Background: an optimization exercise with open tools, aiming at small area. Do not read the settings as production practice. In this exercise RTL edits were held to simulation tests only and were not proved equivalent to the original. Power is estimated from default activity; no workload was simulated.

==> flow/design.v <==
package regfile_pkg;
   localparam logic ENABLE    = 1'b1;
   localparam logic DISABLE   = 1'b0;
   localparam int   ZERO_ADDR = 0;
   function automatic integer ADDR_W(input integer nregs);
      if (nregs <= 1) ADDR_W = 1;
      else ADDR_W = $clog2(nregs);
   endfunction
endpackage
module regfile_scoreboard
#(
   parameter int NREGS    = 32,
   parameter int NRD      = 2,
   localparam int AW      = regfile_pkg::ADDR_W(NREGS)
) (
   input  logic              clk,
   input  logic              rst,
   input  logic              flush,
   input  logic              rsv_en,       
   input  logic [AW-1:0]     rsv_addr,
   input  logic [NREGS-1:0]  keep,         
   input  logic [NREGS-1:0]  look0,        
   input  logic [NREGS-1:0]  look1,
   output logic [NRD-1:0]    look_busy
);
   logic [NREGS-1:1] busy;
   logic             set_en, nflush;
   logic [NREGS-1:0] set;
   assign set_en = rsv_en && !rst && !flush;
   assign nflush = !flush;
   regfile_dec u_dset (.a(rsv_addr), .en(set_en), .y(set));
   for (genvar r = 1; r < NREGS; r++) begin : g_busy
      logic nxt;
      regfile_bnxt u_nxt (.set(set[r]), .q(busy[r]), .keep(keep[r]), .nflush(nflush), .d(nxt));
      always_ff @(posedge clk) begin
         busy[r] <= nxt;
      end
   end
   regfile_rdbit #(.N(NREGS-1)) u_look0 (.sel(look0[NREGS-1:1]), .v(busy), .q(look_busy[0]));
   regfile_rdbit #(.N(NREGS-1)) u_look1 (.sel(look1[NREGS-1:1]), .v(busy), .q(look_busy[1]));
endmodule
module regfile_bnxt (
   input  logic set,
   input  logic q,
   input  logic keep,
   input  logic nflush,
   output logic d
);
   assign d = set | (q & keep & nflush);
endmodule
module regfile_mp
#(
   parameter int XLEN     = 32,
   parameter int NREGS    = 32,
   parameter int NRD      = 2,
   parameter int NWR      = 2,
   parameter int ZERO_REG = 1,
   parameter int BYPASS   = 1,
   localparam int AW      = regfile_pkg::ADDR_W(NREGS)
) (
   input  logic                clk,
   input  logic                rst,
   input  logic [NRD*AW-1:0]   rd_addr,
   output logic [NRD*XLEN-1:0] rd_data,
   output logic [NRD-1:0]      rd_busy,
   input  logic [NWR-1:0]      wr_en,
   input  logic [NWR*AW-1:0]   wr_addr,
   input  logic [NWR*XLEN-1:0] wr_data,
   input  logic                rsv_en,
   input  logic [AW-1:0]       rsv_addr,
   input  logic                flush,
   output logic                wr_conflict
);
   logic [AW-1:0]    wa0, wa1, ra0, ra1;
   logic [XLEN-1:0]  d0, d1;
   logic             wv0, wv1;
   logic [NREGS-1:0] we0, we1;       
   logic [NREGS-1:0] s0, s1, sh;     
   logic [NREGS-1:0] rs0, rs1;       
   logic [XLEN-1:0]  regs [1:NREGS-1];
   assign wa0 = wr_addr[0 +: AW];
   assign wa1 = wr_addr[AW +: AW];
   assign ra0 = rd_addr[0 +: AW];
   assign ra1 = rd_addr[AW +: AW];
   assign d0  = wr_data[0 +: XLEN];
   assign d1  = wr_data[XLEN +: XLEN];
   assign wv0 = wr_en[0] && (wa0 != '0);
   assign wv1 = wr_en[1] && (wa1 != '0);
   logic same_wa, en0, en1;
   assign same_wa = (wa0 == wa1);
   assign en1 = wr_en[1] && !rst;
   assign en0 = wr_en[0] && !rst && !(wr_en[1] && same_wa);
   logic h1_0, h0_0, h1_1, h0_1, hit0, hit1;
   assign h1_0 = wv1 && (wa1 == ra0);
   assign h0_0 = wv0 && (wa0 == ra0) && !h1_0;
   assign h1_1 = wv1 && (wa1 == ra1);
   assign h0_1 = wv0 && (wa0 == ra1) && !h1_1;
   assign hit0 = h1_0 || h0_0;
   assign hit1 = h1_1 || h0_1;
   regfile_dec u_dw0 (.a(wa0), .en(en0),   .y(we0));
   regfile_dec u_dw1 (.a(wa1), .en(en1),   .y(we1));
   regfile_dec #(.USE_EN(0)) u_dr0 (.a(ra0), .en(ra0[0]), .y(rs0));
   regfile_dec #(.USE_EN(0)) u_dr1 (.a(ra1), .en(ra1[0]), .y(rs1));
   assign s1 = we1;
   assign s0 = we0;
   assign sh = ~(we0 | we1 | {NREGS{rst}});
   for (genvar r = 1; r < NREGS; r++) begin : g_reg
      logic [XLEN-1:0] nxt;
      for (genvar b = 0; b < XLEN; b++) begin : g_bit
         regfile_nxt u_nxt (.s1(s1[r]), .s0(s0[r]), .sh(sh[r]), .d1(d1[b]), .d0(d0[b]), .q(regs[r][b]), .d(nxt[b]));
      end
      always_ff @(posedge clk) begin
         regs[r] <= nxt;
      end
   end
   logic [XLEN-1:0] q0, q1;
   for (genvar b = 0; b < XLEN; b++) begin : g_rbit
      logic [NREGS-2:0] v;
      for (genvar r = 1; r < NREGS; r++) begin : g_v
         assign v[r-1] = regs[r][b];
      end
      regfile_rdbyp #(.N(NREGS-1)) u_rd0 (.sel(rs0[NREGS-1:1]), .v(v), .h1(h1_0), .h0(h0_0),
                                         .nhit(!hit0), .d1(d1[b]), .d0(d0[b]), .q(q0[b]));
      regfile_rdbyp #(.N(NREGS-1)) u_rd1 (.sel(rs1[NREGS-1:1]), .v(v), .h1(h1_1), .h0(h0_1),
                                         .nhit(!hit1), .d1(d1[b]), .d0(d0[b]), .q(q1[b]));
   end
   assign rd_data = {q1, q0};
   logic             rsv_vld;
   logic [NRD-1:0]   sb_busy;
   logic [NRD-1:0]   rsv_hit;
   assign rsv_vld = rsv_en && (rsv_addr != '0);
   assign rsv_hit[0] = rsv_vld && (rsv_addr == ra0);
   assign rsv_hit[1] = rsv_vld && (rsv_addr == ra1);
   regfile_scoreboard #(.NREGS(NREGS), .NRD(NRD)) u_scoreboard (
      .clk       (clk),
      .rst       (rst),
      .flush     (flush),
      .rsv_en    (rsv_vld),
      .rsv_addr  (rsv_addr),
      .keep      (sh),
      .look0     (rs0),
      .look1     (rs1),
      .look_busy (sb_busy)
   );
   assign rd_busy[0] = sb_busy[0] && !(hit0 && !rsv_hit[0]);
   assign rd_busy[1] = sb_busy[1] && !(hit1 && !rsv_hit[1]);
   always_ff @(posedge clk) begin
      wr_conflict <= !rst && wv0 && wv1 && same_wa;
   end
endmodule
module regfile_dec #(parameter bit USE_EN = 1) (
   input  logic [4:0]  a,
   input  logic        en,
   output logic [31:0] y
);
   logic [3:0] lo;
   logic [7:0] hi;
   for (genvar i = 0; i < 4; i++) begin : g_lo
      assign lo[i] = (a[1:0] == 2'(i));
   end
   for (genvar i = 0; i < 8; i++) begin : g_hi
      assign hi[i] = (en || !USE_EN) && (a[4:2] == 3'(i));
   end
   for (genvar i = 0; i < 32; i++) begin : g_y
      regfile_and2 u_y (.a(lo[i % 4]), .b(hi[i / 4]), .y(y[i]));
   end
endmodule
module regfile_and2 (
   input  logic a,
   input  logic b,
   output logic y
);
   assign y = a & b;
endmodule
module regfile_nxt (
   input  logic s1,
   input  logic s0,
   input  logic sh,
   input  logic d1,
   input  logic d0,
   input  logic q,
   output logic d
);
   assign d = (s1 & d1) | (s0 & d0) | (sh & q);
endmodule
module regfile_rdbit #(parameter int N = 33) (
   input  logic [N-1:0] sel,
   input  logic [N-1:0] v,
   output logic         q
);
   localparam int NG = N / 3;
   localparam int NR = N - 3 * NG;
   logic [NG:0] g_n;
   for (genvar g = 0; g < NG; g++) begin : g_grp
      regfile_aoi3 u_aoi (.s(sel[3*g +: 3]), .x(v[3*g +: 3]), .y_n(g_n[g]));
   end
   if (NR > 0) begin : g_rem
      assign g_n[NG] = ~|(sel[N-1:3*NG] & v[N-1:3*NG]);
   end else begin : g_norem
      assign g_n[NG] = 1'b1;
   end
   assign q = ~&g_n;
endmodule
module regfile_rdbyp #(parameter int N = 31) (
   input  logic [N-1:0] sel,
   input  logic [N-1:0] v,
   input  logic         h1,
   input  logic         h0,
   input  logic         nhit,
   input  logic         d1,
   input  logic         d0,
   output logic         q
);
   logic t;
   regfile_rdbit #(.N(N)) u_tree (.sel(sel), .v(v), .q(t));
   assign q = (t & nhit) | (h1 & d1) | (h0 & d0);
endmodule
module regfile_aoi3 (
   input  logic [2:0] s,
   input  logic [2:0] x,
   output logic       y_n
);
   assign y_n = ~|(s & x);
endmodule
clock: 7.5 ns
lec_check: 0
cap_margin: 15
core_margin: 2
core_utilization: 30
cts_buf_list: sky130_fd_sc_hd__clkbuf_16
cts_cluster_diameter: 100
cts_cluster_size: 20
place_density: 0.5
slew_margin: 15
synth_hierarchical: 1
standard.sh (not shown) runs the stock make flow with config.mk's settings and CLKGATE_MAP_FILE= SYNTH_SCRIPT=/design/flow/synth_recipe.tcl, a recipe that flattens the netlist after the stock synthesis.
==> flow/flow/run.sh <==
#!/bin/bash
set -uo pipefail
export BUFFER_PORTS_ARGS="-buffer_cell sky130_fd_sc_hd__buf_1"
export GPL_KEEP_OVERFLOW=0.3
bash standard.sh > flow_standard.log 2>&1
The baseline completed without violations.
Next try:
--- a/flow/design.v
+++ b/flow/design.v
@@ -104,5 +104,11 @@
    assign s1 = we1;
    assign s0 = we0;
-   assign sh = ~(we0 | we1 | {NREGS{rst}});
+   logic [NREGS-1:0] nw;
+   logic             nrst;
+   assign nw   = ~(we0 | we1);
+   assign nrst = ~rst;
+   for (genvar r = 0; r < NREGS; r++) begin : g_sh
+      regfile_and2 u_sh (.a(nw[r]), .b(nrst), .y(sh[r]));
+   end
    for (genvar r = 1; r < NREGS; r++) begin : g_reg
       logic [XLEN-1:0] nxt;
Sequential share of layout area rose by 0.28 points.
Total power fell by 0.78%.
Synthesized cell count rose by 0.64%.
Core utilization fell by 0.28 points.
Worst setup slack improves by 0.45 ns.

-- what the ideal ports hide --
How much do the figures lean on ideal ports? The routed layouts below were timed once more, with nothing changed but the port constraints. Step 1 assumes that a clkbuf_16 drives the clock port and a buf_2 every other input. Step 2 adds t to the input delays and takes it off the output delays; t is the mean of the earliest and latest rising clock arrival at the registers after step 1. Input paths then give back, and output paths get back, about the clock's delay inside the block. Three values: ideal, step 1, step 2; two values: the first two.
run	t, ns	setup slack, ns	hold WS [ns]	worst setup path after step 2
the first run	0.827	0.121 / 0.097 / 0.097	0.514 / 0.514 / 0.514	input to output
the second run	0.802	0.571 / 0.548 / 0.548	0.512 / 0.512 / 0.512	input to output
After both steps every run listed still meets setup and hold. For the first run, which loses most, drivers alone change the setup slack by -0.024 ns; drivers and shift together by -0.024 ns.
